What follows belongs to an exercise in optimizing a design on an open flow for small area, a short achievable clock period and few clock cycles per item; a production flow would make more cautious choices.
In this exercise RTL edits were held to simulation tests only and were not proved equivalent to the original.

// instr_exec_seq
module instr_exec_seq
#(
  parameter int DIV_EN = 1
) (
  input  logic         clk,
  input  logic         reset_n,
  input  logic         start,
  input  instr_register_pkg::address_t     start_addr,
  input  logic [5:0]   count,
  output instr_register_pkg::address_t     read_pointer,
  input  instr_register_pkg::instruction_t instruction_word,
  output logic         busy,
  output logic         done,
  output logic         res_valid,
  input  logic         res_ready,
  output instr_register_pkg::address_t     res_addr,
  output instr_register_pkg::opcode_t      res_opcode,
  output instr_register_pkg::result_t      res_value,
  output logic         res_err
);
Size: ~170 flip-flops, roughly 16,000 um2 of cells after synthesis.
clock: 240.0 ns
lec_check: 0
cap_margin: 20
core_margin: 2
core_utilization: 50
cts_buf_list: sky130_fd_sc_hd__clkbuf_4 sky130_fd_sc_hd__clkbuf_8
place_density: 0.65
slew_margin: 20
standard.sh (not shown) runs the stock make flow with config.mk's settings and CLKGATE_MAP_FILE= SYNTH_SCRIPT=/design/flow/synth_recipe.tcl, a recipe that flattens the netlist after the stock synthesis.
==> flow/flow/run.sh <==
#!/bin/bash
set -euo pipefail
bash standard.sh "BUFFER_PORTS_ARGS=-buffer_cell sky130_fd_sc_hd__buf_1" finish > flow_make.log 2>&1
Testbench counts at the start, summed over its fixed seeds: cycles 20,591, items 6,353.
Next try:
--- a/flow/design.v
+++ b/flow/design.v
@@ -50,34 +50,28 @@
 module instr_step (
   input  logic        mul,
   input  logic [31:0] x,
   input  logic [31:0] b,
   input  logic        one,
   input  logic        two,
-  input  logic [31:0] yo,
-  input  logic        yos,
   input  logic        neg,
   input  logic        dbit,
   output logic [31:0] xo,
   output logic [1:0]  pb,
-  output logic        q,
-  output logic [31:0] s,
-  output logic        s32
+  output logic        q
 );
   logic [31:0] y, t;
   logic        y32, co, c33, t32, t33;
-  assign y   = (({32{one}} & b) | ({32{two}} & {b[30:0], 1'b0}) | yo) ^ {32{neg}};
-  assign y32 = ((b[31] & (one | two)) | yos) ^ neg;
+  assign y   = (({32{one}} & b) | ({32{two}} & {b[30:0], 1'b0})) ^ {32{neg}};
+  assign y32 = (b[31] & (one | two)) ^ neg;
   instr_add32 u_add (.x(x), .y(y), .ci(neg), .s(t), .co(co));
   assign t32 = x[31] ^ y32 ^ co;
   assign c33 = (x[31] & y32) | (x[31] & co) | (y32 & co);
   assign t33 = x[31] ^ y32 ^ c33;
   assign q   = co;
   assign pb  = t[1:0];
-  assign s   = t;
-  assign s32 = t32;
   assign xo  = mul ? {t33, t32, t[31:2]} : {(co ? t[30:0] : x[30:0]), dbit};
 endmodule
 module instr_exec_seq
 #(
   parameter int DIV_EN = 1
 ) (
@@ -152,18 +146,22 @@
   assign f_iter = instruction_word.opc[2] & (instruction_word.opc[1] | instruction_word.opc[0]);
   logic [31:0] pv;
   logic        pneg;
   assign pv   = c_isdiv ? w[35:4] : {1'b0, ext, w[63:37]};
   assign pneg = c_isdiv ? (sa ^ sb) : sa;
   logic        xa, yb, ya, sci;
-  logic [31:0] ss;
-  logic        s32;
+  logic [31:0] sx, sy, ss;
+  logic        sco, s32;
   assign xa  = ~post & (c_pa | c_add | c_sub | (c_mul & ~quick) | (c_mod & ~bz & a_lt_b));
   assign yb  = ~post & (c_pb | c_add | c_sub);
   assign ya  = ~post & c_dm & ~quick;
   assign sci = post ? pneg : (c_sub | (ya & sa));
+  assign sx  = xa ? cap_a : 32'd0;
+  assign sy  = (yb ? cap_b : 32'd0) | (ya ? cap_a : 32'd0) | (post ? pv : 32'd0);
+  instr_add32 u_sadd (.x(sx), .y(sy ^ {32{sci}}), .ci(sci), .s(ss), .co(sco));
+  assign s32 = sx[31] ^ (sy[31] & ~post) ^ sci ^ sco;   
   logic        last;
   assign last = (cnt == (c_mul ? LAST_MUL : LAST_DIV));
   logic [2:0] m0, m1, m2;    
   assign m0 = {w[1:0], bprev};
   assign m1 = w[3:1];
   assign m2 = w[5:3];
@@ -178,25 +176,15 @@
   assign n1 = c_mul ? m1[2] : ~sb;
   assign n2 = c_mul ? m2[2] : ~sb;
   logic [31:0] x0, x1, x2, x3;
   logic [1:0]  p0, p1, p2;
   logic        q0, q1, q2;
   assign x0 = {ext, w[63:36]};
-  logic [31:0] sx0, syo;
-  logic        one0, two0, neg0;
-  assign sx0  = it ? x0 : (xa ? cap_a : 32'd0);
-  assign syo  = it ? 32'd0 : ((ya ? cap_a : 32'd0) | (post ? pv : 32'd0));
-  assign one0 = it ? o0 : yb;
-  assign two0 = it & t0;
-  assign neg0 = it ? n0 : sci;
-  instr_step u_st0 (.mul(c_mul), .x(sx0), .b(cap_b), .one(one0), .two(two0), .yo(syo), .yos(~it & ya & sa),
-                    .neg(neg0), .dbit(w[35]), .xo(x1), .pb(p0), .q(q0), .s(ss), .s32(s32));
-  instr_step u_st1 (.mul(c_mul), .x(x1), .b(cap_b), .one(o1), .two(t1), .yo(32'd0), .yos(1'b0),
-                    .neg(n1), .dbit(w[34]), .xo(x2), .pb(p1), .q(q1), .s(), .s32());
-  instr_step u_st2 (.mul(c_mul), .x(x2), .b(cap_b), .one(o2), .two(t2), .yo(32'd0), .yos(1'b0),
-                    .neg(n2), .dbit(w[33]), .xo(x3), .pb(p2), .q(q2), .s(), .s32());
+  instr_step u_st0 (.mul(c_mul), .x(x0), .b(cap_b), .one(o0), .two(t0), .neg(n0), .dbit(w[35]), .xo(x1), .pb(p0), .q(q0));
+  instr_step u_st1 (.mul(c_mul), .x(x1), .b(cap_b), .one(o1), .two(t1), .neg(n1), .dbit(w[34]), .xo(x2), .pb(p1), .q(q1));
+  instr_step u_st2 (.mul(c_mul), .x(x2), .b(cap_b), .one(o2), .two(t2), .neg(n2), .dbit(w[33]), .xo(x3), .pb(p2), .q(q2));
   logic [30:0] rem;
   logic        fast;
   assign rem  = {ext, w[63:37]};
   assign fast = it & c_dm & (cnt <= 4'd7) & tb[9] & (&(~rem | {9'd0, tb[31:10]}));
   logic [67:0] chain;
   assign chain = c_mul ? {x3, p2, p1, p0, w[35:6]}
After rerunning: The changed run produced a clean layout; non-clock buffer count increases by 7; clock skew went down by 5.8 ps; routed wire length is lower by 9.5%; global-route usage went down by 5.2 points; final area came out higher by 5.0%; cell count is lower by 1.1%; via count shrinks by 5.4%; die area rose by 4.2%; hold slack gets worse by 5.3 ps; clock-buffer cell count does not change; setup slack gets better by 240 ps.
Testbench counts after the change, summed over its fixed seeds: cycles 20,591, items 6,353.

Another version of the RTL of instr_exec_seq (not shown whole).
For scale: about 2000 cells after synthesis, about 180 flip-flops, ~230 I/O pins.
clock: 240.0 ns
lec_check: 0
cap_margin: 20
core_margin: 2
core_utilization: 50
place_density: 0.65
slew_margin: 20
Scripts as last shown in full above: flow/flow/run.sh
The baseline went through all stages and came out clean.
Testbench counts at the start, summed over its fixed seeds: cycles 18,407, items 6,353.
Next try:
--- a/flow/design.v
+++ b/flow/design.v
@@ -131,19 +131,18 @@
   output instr_register_pkg::result_t      res_value,
   output logic         res_err
 );
   localparam logic [3:0] LAST_DIV = 4'd9;    
   localparam logic [3:0] LAST_MUL = 4'd4;    
   logic [2:0]  cap_opc;
   logic [31:0] cap_a;
   logic [31:0] cap_b;
   logic        cap_ok;      
-  logic        adv;         
   logic [5:0]  to_issue;    
   logic        it;          
   logic        post;        
   logic [3:0]  cnt;
   logic [3:0]  ext;         
   logic        bprev;       
   logic [63:0] w;
   logic [4:0]  rp;
   logic        busy_q, rv, rv_c;
@@ -241,69 +240,39 @@
   logic pending, issue_s, issue_i, issue, finish, consumed;
   logic c_iter;
   assign c_iter   = (c_mul | c_dm) & ~quick;
   assign pending  = busy_q & cap_ok & (to_issue != 6'd0) & ~it & ~post;
   assign issue_s  = pending & ~c_iter;
   assign issue_i  = pending &  c_iter;
   assign issue    = issue_s | issue_i;
   assign finish   = (it & last & c_mul) | post;
   assign consumed = issue_s | finish;
-  logic penult;
-  assign penult = c_mul ? (it & (cnt == LAST_MUL - 4'd1)) : (it & last);
   logic [4:0] rp_inc, rp_dec;
+  logic       cap_ld;
   assign rp_inc = rp + 5'd1;
   assign rp_dec = rp - 5'd1;
-  logic [4:0] rp_n   [2][2];    
-  logic       adv_n  [2][2];
-  logic       ok_n   [2];
-  always_comb begin
-    for (int r = 0; r < 2; r++) begin
-      logic st, fsel, akeep;
-      logic [4:0] rkeep;
-      st = rv & (r == 0);
-      if (st) begin
-        fsel  = ~cap_ok;
-        rkeep = adv ? rp_dec : rp;
-        akeep = adv;
-        ok_n[r] = ~cap_ok | ~adv;
-      end else begin
-        fsel  = ~cap_ok | (consumed & adv);
-        rkeep = consumed ? rp_inc : adv ? rp_dec : penult ? rp_inc : rp;
-        akeep = (~consumed & ~adv & penult) | adv;
-        ok_n[r] = ~cap_ok | ~(consumed ^ adv);
-      end
-      rp_n[r][1]  = fsel ? rp     : rkeep;
-      rp_n[r][0]  = fsel ? rp_inc : rkeep;
-      adv_n[r][1] = fsel ? 1'b0   : akeep;
-      adv_n[r][0] = fsel ? 1'b1   : akeep;
-    end
-  end
+  assign cap_ld = ~cap_ok | issue_s | finish;
   logic lastbeat;
   assign lastbeat = rv & (to_issue == 6'd0);   
   localparam int NL = 25;
   logic [NL-1:0] late1, late0, late;
   logic          n_ok, n_it, n_rv, n_busy, n_done, n_rvo, n_busyo, n_rvc, go;
   logic [7:0]    n_rvg, wde;
   logic          newres;
   assign newres = issue_s | finish;
-  assign late1 = {ok_n[1], issue_i | (it & ~last), newres, ~lastbeat, lastbeat,
+  assign late1 = {1'b1, issue_i | (it & ~last), newres, ~lastbeat, lastbeat,
                   newres, ~(res_valid & (to_issue == 6'd0)), {8{newres}}, newres,
                   8'hff, issue};
-  assign late0 = {ok_n[0], (issue_i & ~rv) | (it & ~last), rv | newres, 1'b1, 1'b0,
+  assign late0 = {~(issue_s & rv), (issue_i & ~rv) | (it & ~last), rv | newres, 1'b1, 1'b0,
                   res_valid | newres, 1'b1, rv_g | {8{newres}}, rv_c | newres,
                   ~rv_g, issue & ~rv_c};
   instr_sel2 u_late (.s(res_ready), .a1(late1), .a0(late0), .y(late));
   assign {n_ok, n_it, n_rv, n_busy, n_done, n_rvo, n_busyo, n_rvg, n_rvc, wde, go} = late;
-  logic [5:0] fetch_n;
-  instr_sel4 u_fetch (.s(res_ready), .opc(instruction_word.opc),
-                               .a11({rp_n[1][1], adv_n[1][1]}), .a10({rp_n[1][0], adv_n[1][0]}),
-                               .a01({rp_n[0][1], adv_n[0][1]}), .a00({rp_n[0][0], adv_n[0][0]}),
-                               .y(fetch_n));
   always_ff @(posedge clk or negedge reset_n) begin
     if (!reset_n) begin
       busy_q    <= 1'b0;
       done      <= 1'b0;
       rv        <= 1'b0;
       it        <= 1'b0;
       post      <= 1'b0;
       cap_ok    <= 1'b0;
     end else begin
@@ -319,30 +288,33 @@
         it        <= n_it;
         post      <= it & last & ~c_mul;
         rv        <= n_rv;
         busy_q    <= n_busy;
         done      <= n_done;
       end
     end
   end
   always_ff @(posedge clk) begin
-    cap_opc <= instruction_word.opc;
-    cap_a   <= instruction_word.op_a;
-    cap_b   <= instruction_word.op_b;
+    if (cap_ld) begin
+      cap_opc <= instruction_word.opc;
+      cap_a   <= instruction_word.op_a;
+      cap_b   <= instruction_word.op_b;
+    end
     if (!busy_q) begin
       rp       <= start_addr;
       to_issue <= count;
     end else begin
-      {rp, adv} <= fetch_n;
+      if (!n_ok)       rp <= rp_dec;    
+      else if (cap_ld) rp <= rp_inc;
       if (go) to_issue <= to_issue - 6'd1;
     end
     if (go) begin
-      res_addr   <= adv ? rp_dec : rp;
+      res_addr   <= rp_dec;
       res_opcode <= instr_register_pkg::opcode_t'(cap_opc);
       res_err    <= c_dm & bz;
     end
     if (issue_i && go) cnt <= 4'd0;
     else if (it)       cnt <= cnt + (fast ? 4'd3 : 4'd1);
   end
   logic [67:0] w_nx;
   logic        bprev_nx;
   always_comb begin
Effect: Worst setup slack gains 0.25 ns; routed wire length falls by about 8%; critical path depth falls by 7; final cell count falls by about 3%; synthesized area rises by 1.9%; cell area rises by 0.92%; die area rises by 1.9%; first-iteration DRC count falls by about 6%; register-to-register slack gains 0.28 ns; maximum frequency rises by 0.51%; sequential share of layout area rises by 3.2 points.
Testbench counts after the change, summed over its fixed seeds: cycles 17,563, items 6,353.

what the ideal ports hide:
How much do the figures lean on ideal ports? The routed layouts below were timed once more, with nothing changed but the port constraints.
Step 1 (the two cells are an assumption about what drives the block):
set clk [get_ports {clk}]
set_driving_cell -lib_cell sky130_fd_sc_hd__clkbuf_16 $clk
set_driving_cell -lib_cell sky130_fd_sc_hd__buf_2 [delete_from_list [all_inputs] $clk]
Step 2 times the ports against the registers' clock, not the clock port: input delays grow and output delays shrink by t, the midpoint of the rising clock arrivals with the driver on.
Slacks: ideal / step 1 / step 2; pairs: ideal / step 1.
run	t, ns	setup WS [ns]	worst setup path at the end
the first run of note 1	0.571	189.553 / 189.574 / 189.003	input to register
the second run of note 1	0.541	189.796 / 189.824 / 189.283	input to register
the first run of note 2	0.526	190.162 / 190.195 / 189.670	input to register
the second run of note 2	0.520	190.417 / 190.360 / 190.049	input to register
After both steps every run listed still meets setup and hold. For the first run of note 1, which loses most, drivers alone change the setup slack by +0.021 ns; drivers and shift together by -0.550 ns.
